Context: an optimization exercise on an open-source flow, tuned for small area and a short achievable clock period. The choices shown serve that exercise and are no tape-out recipe. RTL that was checked went through simulation tests only; none was proved equivalent to the original.

==> inputs of 01-13 <==
## bin_morph_3x3
module bin_morph_3x3 #(
  parameter int IMG_WIDTH = 640,
  parameter int MODE      = 0,
  parameter int XW        = 11
) (
  input  logic clk,
  input  logic rst,
  input  logic per_frame_vsync,
  input  logic per_frame_href,
  input  logic per_frame_clken,
  input  logic per_img_Bit,
  output logic post_frame_vsync,
  output logic post_frame_href,
  output logic post_frame_clken,
  output logic post_img_Bit
);
  localparam int NW = 128;            
  logic       vsync_q, href_q, href_fall, vsync_rise;
  logic [7:0] tw;                     
  logic [2:0] k;                      
  logic       rs;                     
  logic       row0;                   
  logic       sw;                     
  logic [7:0] ntw;
  logic       inr;                    
  logic [7:0] mem [NW];
  logic [9:0] T;                      
  logic [7:0] R;                      
  logic [7:0] enc;                    
  logic [9:0] dr;                     
  logic [7:0] rd;
  logic [1:0] old, eff, nt;
  logic       v;
  logic [2:0] sv;                     
  logic       vs_d1, hr_d1, ce_d1;
  assign href_fall  = href_q & ~per_frame_href;
  assign vsync_rise = per_frame_vsync & ~vsync_q;
  assign sw  = rs | (k == 3'd5);
  assign ntw = rs ? 8'd0 : tw + 8'd1;
  assign inr = ~sw | ~ntw[7];
  localparam logic [255:0] DEC0 = 256'h2492492492492492492492492492492492492492492492492492492492492492;
  ...
==> module bin_morph_3x3, before the edit <==
module bin_morph_3x3 #(
  parameter int IMG_WIDTH = 640,
  parameter int MODE      = 0,
  parameter int XW        = 11
) (
  input  logic clk,
  input  logic rst,
  input  logic per_frame_vsync,
  input  logic per_frame_href,
  input  logic per_frame_clken,
  input  logic per_img_Bit,
  output logic post_frame_vsync,
  output logic post_frame_href,
  output logic post_frame_clken,
  output logic post_img_Bit
);
  localparam int NW = 128;            
  logic       vsync_q, href_q, href_fall, vsync_rise;
  logic [7:0] tw;                     
  logic [2:0] k;                      
  logic       rs;                     
  logic       row0;                   
  logic       sw;                     
  logic [7:0] ntw;
  logic       inr;                    
  logic [7:0] mem [NW];
  logic [9:0] T;                      
  logic [7:0] R;                      
  logic [7:0] enc;                    
  logic [9:0] dr;                     
  logic [7:0] rd;
  logic [1:0] old, eff, nt;
  logic       v;
  logic [2:0] sv;                     
  logic       vs_d1, hr_d1, ce_d1;
  assign href_fall  = href_q & ~per_frame_href;
  assign vsync_rise = per_frame_vsync & ~vsync_q;
  assign sw  = rs | (k == 3'd5);
  assign ntw = rs ? 8'd0 : tw + 8'd1;
  assign inr = ~sw | ~ntw[7];
  localparam logic [255:0] DEC0 = 256'h2492492492492492492492492492492492492492492492492492492492492492;
  localparam logic [255:0] DEC1 = 256'h4924924924924924924924924924924924924924924924924924924924924924;
  localparam logic [255:0] DEC2 = 256'h81c0e070381c0e070381c0e070381c0e070381c0e070381c0e070381c0e07038;
  localparam logic [255:0] DEC3 = 256'h0e070381c0e070381c0e070381c0e070381c0e070381c0e070381c0e070381c0;
  localparam logic [255:0] DEC4 = 256'hf00003fe00007fc0000ff80001ff00003fe00007fc0000ff80001ff00003fe00;
  localparam logic [255:0] DEC5 = 256'h0007fc0000ff80001ff00003fe00007fc0000ff80001ff00003fe00007fc0000;
  localparam logic [255:0] DEC6 = 256'h0000000000ffffffe00000000000007ffffff00000000000003ffffff8000000;
  localparam logic [255:0] DEC7 = 256'h0007ffffff00000000000003ffffff80000000000001ffffffc0000000000000;
  localparam logic [255:0] DEC8 = 256'h000000000000000000000003fffffffffffffffffffe00000000000000000000;
  localparam logic [255:0] DEC9 = 256'h0007fffffffffffffffffffc0000000000000000000000000000000000000000;
  assign dr  = {DEC9[R], DEC8[R], DEC7[R], DEC6[R], DEC5[R],
                DEC4[R], DEC3[R], DEC2[R], DEC1[R], DEC0[R]};
  assign enc = 8'(T[1:0]) + 8'(T[3:2]) * 8'd3 + 8'(T[5:4]) * 8'd9 +
               8'(T[7:6]) * 8'd27 + 8'(T[9:8]) * 8'd81;
  always_comb begin
    case (k)
      3'd0:    old = T[1:0];
      3'd1:    old = T[3:2];
      3'd2:    old = T[5:4];
      3'd3:    old = T[7:6];
      default: old = T[9:8];
    endcase
    if (sw)
      old = dr[1:0];
  end
  assign eff = row0 ? 2'd0 : old;
  assign nt  = per_img_Bit ? ((eff == 2'd0) ? 2'd1 : 2'd2) : 2'd0;
  assign v   = per_img_Bit & (eff == 2'd2) & inr;
  logic [NW-1:0] sel;
  always_comb begin
    sel = '0;
    if (!tw[7])
      sel[tw[6:0]] = 1'b1;
  end
  always_comb begin
    rd = '0;
    for (int i = 1; i < NW; i++)
      rd = rd | (mem[i] & {8{sel[i - 1]}});
  end
  always_ff @(posedge clk) begin
    if (rst) begin
      vsync_q <= 1'b0;
      href_q  <= 1'b0;
      tw      <= 8'd128;
      k       <= 3'd5;
      rs      <= 1'b1;
      row0    <= 1'b1;
      T       <= '0;
    end else begin
      vsync_q <= per_frame_vsync;
      href_q  <= per_frame_href;
      if (href_fall) begin
        rs <= 1'b1;
      end else if (per_frame_clken && inr) begin
        if (sw) begin
          T  <= {row0 ? 8'd0 : dr[9:2], nt};
          tw <= ntw;
          k  <= 3'd1;
          rs <= 1'b0;
        end else begin
          case (k)
            3'd0:    T[1:0] <= nt;
            3'd1:    T[3:2] <= nt;
            3'd2:    T[5:4] <= nt;
            3'd3:    T[7:6] <= nt;
            default: T[9:8] <= nt;
          endcase
          k <= k + 3'd1;
        end
      end
      if (vsync_rise)
        row0 <= 1'b1;
      else if (href_fall)
        row0 <= 1'b0;
    end
  end
  always_ff @(posedge clk) begin
    if (href_fall)
      R <= (tw == 8'd0) ? enc : mem[0];
    else if (!rs)
      R <= rd;
  end
  for (genvar i = 0; i < NW; i++) begin : g_mem
    always_ff @(posedge clk) begin
      if (sel[i])
        mem[i] <= enc;
    end
  end
  always_ff @(posedge clk) begin
    if (rst) begin
      sv    <= '0;
      vs_d1 <= 1'b0;
      hr_d1 <= 1'b0;
      ce_d1 <= 1'b0;
    end else begin
      vs_d1 <= per_frame_vsync;
      hr_d1 <= per_frame_href;
      ce_d1 <= per_frame_clken;
      if (href_fall)
        sv <= '0;
      else if (per_frame_clken)
        sv <= {sv[1:0], v};
    end
  end
  always_ff @(posedge clk) begin
    if (rst) begin
      post_frame_vsync <= 1'b0;
      post_frame_href  <= 1'b0;
      post_frame_clken <= 1'b0;
      post_img_Bit     <= 1'b0;
    end else begin
      post_frame_vsync <= vs_d1;
      post_frame_href  <= hr_d1;
      post_frame_clken <= ce_d1;
      post_img_Bit     <= ce_d1 & (&sv);
    end
  end
endmodule
clock: 5.5 ns
lec_check: 0
cap_margin: 20
core_margin: 2
core_utilization: 40
slew_margin: 20
run.sh (not shown) runs the stock make flow with config.mk's settings and CLKGATE_MAP_FILE= SYNTH_SCRIPT=/design/flow/synth_recipe.tcl, a recipe that flattens the netlist after the stock synthesis.
==> 07-20: changes against 01-13 <==
==> flow/design.v (replaced) <==
module bin_morph_3x3 #(
  parameter int IMG_WIDTH = 640,
  parameter int MODE      = 0,
  parameter int XW        = 11
) (
  input  logic clk,
  input  logic rst,
  input  logic per_frame_vsync,
  input  logic per_frame_href,
  input  logic per_frame_clken,
  input  logic per_img_Bit,
  output logic post_frame_vsync,
  output logic post_frame_href,
  output logic post_frame_clken,
  output logic post_img_Bit
);
  localparam int AW = (IMG_WIDTH > 1) ? $clog2(IMG_WIDTH) : 1;
  localparam logic [XW-1:0] XMAX = XW'(IMG_WIDTH);
  localparam logic [XW-1:0] TWO  = XW'(2);
  logic          vsync_q;
  logic          href_q;
  logic          href_fall;
  logic          vsync_rise;
  logic [XW-1:0] x;
  logic [XW-1:0] y;
  logic [1:0]    mem [IMG_WIDTH];
  logic          in_rng;
  logic [AW-1:0] addr;
  logic [1:0]    rd;
  logic          t0;
  logic          t1;
  logic          t2;
  logic [2:0]    r0;
  logic [2:0]    r1;
  logic [2:0]    r2;
  logic [XW-1:0] xs;
  logic [XW-1:0] ys;
  logic          vs_d1;
  logic          hr_d1;
  logic          ce_d1;
  logic          border;
  logic          res;
  assign href_fall  = href_q & ~per_frame_href;
  assign vsync_rise = per_frame_vsync & ~vsync_q;
  assign in_rng = (x < XMAX);
  assign addr   = x[AW-1:0];
  assign rd     = in_rng ? mem[addr] : 2'b00;
  assign t0     = rd[1];
  assign t1     = rd[0];
  assign t2     = per_img_Bit;
  always_ff @(posedge clk) begin
    if (rst) begin
      vsync_q <= 1'b0;
      href_q  <= 1'b0;
      x       <= '0;
      y       <= '0;
    end else begin
      vsync_q <= per_frame_vsync;
      href_q  <= per_frame_href;
      if (href_fall)
        x <= '0;
      else if (per_frame_clken && x < XMAX)
        x <= x + 1'b1;
      if (vsync_rise)
        y <= '0;
      else if (href_fall && y != '1)
        y <= y + 1'b1;
    end
  end
  always_ff @(posedge clk) begin
    if (!rst && per_frame_clken && in_rng)
      mem[addr] <= {t1, t2};
  end
  always_ff @(posedge clk) begin
    if (rst) begin
      r0    <= '0;
      r1    <= '0;
      r2    <= '0;
      xs    <= '0;
      ys    <= '0;
      vs_d1 <= 1'b0;
      hr_d1 <= 1'b0;
      ce_d1 <= 1'b0;
    end else begin
      vs_d1 <= per_frame_vsync;
      hr_d1 <= per_frame_href;
      ce_d1 <= per_frame_clken;
      if (per_frame_clken) begin
        r0 <= {r0[1:0], t0};
        r1 <= {r1[1:0], t1};
        r2 <= {r2[1:0], t2};
        xs <= x;
        ys <= y;
      end
    end
  end
  assign border = (ys < TWO) || (xs < TWO) || (xs >= XMAX);
  assign res    = (MODE != 0) ? |{r0, r1, r2} : &{r0, r1, r2};
  always_ff @(posedge clk) begin
    if (rst) begin
      post_frame_vsync <= 1'b0;
      post_frame_href  <= 1'b0;
      post_frame_clken <= 1'b0;
      post_img_Bit     <= 1'b0;
    end else begin
      post_frame_vsync <= vs_d1;
      post_frame_href  <= hr_d1;
      post_frame_clken <= ce_d1;
      post_img_Bit     <= ce_d1 & ~border & res;
    end
  end
endmodule
==> 02-24: changes against 01-13 <==
ABC_CLOCK_PERIOD_IN_PS = 3000   (was not set)
SETUP_SLACK_MARGIN = 2.5   (was not set)
==> summary.md <==
| Metric | Value |
|---|---|
| Blocking Checks | `negative setup slack` |
| Multi-input gate area | `11,100 um2` |
| Slew Limit Headroom | `0.138` |
| Yosys cell types | `100` |
| Fin worst setup slack | `-0.104 ns` |
| Status | `failed layout checks` |
| Critical Path AT | `6.07 ns` |
| Final setup fails | `1` |
| Buffer and inverter count on the worst path | `1` |
-- figures above: 01-13

==> summary.md <==
| Metric | Value |
|---|---|
| Final setup fails | `0` |
| Status | `timing/DRC/antenna clean` |
| Multi-input gate area | `13,700 um2` |
| Yosys cell types | `55` |
| Slew Limit Headroom | `0.200` |
| Fin worst setup slack | `0.445 ns` |
| Buffer and inverter count on the worst path | `3` |
| Critical Path AT | `5.52 ns` |
-- figures above: 07-20

==> summary.md <==
| Metric | Value |
|---|---|
| Final setup fails | `0` |
| Status | `timing/DRC/antenna clean` |
| Buffer and inverter count on the worst path | `5` |
| Critical Path AT | `4.87 ns` |
| Slew Limit Headroom | `0.160` |
| Top layer in use | `met5` |
| Multi-input gate area | `12,800 um2` |
-- figures above: 02-24

Function not checked in 01-13 and 02-24: the RTL went through the layout flow alone.

-- port drivers added, routing unchanged --
No port has a modelled driver above. Below, the same layouts with a new extraction and two added sets of constraints.
Step 1: set_driving_cell puts a clkbuf_16 on clk and a buf_2 on each other input, an assumption about the parent block.
Step 2 adds t to the input delays and takes it off the output delays; t is the mean of the earliest and latest rising clock arrival at the registers after step 1. Input paths then give back, and output paths get back, about the clock's delay inside the block.
a / b / c = ideal ports / drivers / drivers and shift; a / b = the first two.
| run | shift t [ns] | slack for setup (ns) | clock arrival spread, ns | slew at the worst register clock pin (ns) | worst data-port slew with drivers (ns) |
|---|---|---|---|---|---|
| 01-13 | 0.787 | -0.104 / -0.104 / -0.104 | 0.083 / 0.084 | 0.07 / 0.07 | 0.05 |
| 07-20 | 0.817 | 0.445 / 0.445 / 0.445 | 0.027 / 0.027 | 0.06 / 0.06 | 0.06 |
| 02-24 | 0.819 | 1.117 / 1.117 / 1.074 | 0.043 / 0.043 | 0.07 / 0.07 | 0.03 |
The setup slack of 02-24, which loses most, moves by 0.000 ns with the drivers and by -0.043 ns with both steps.
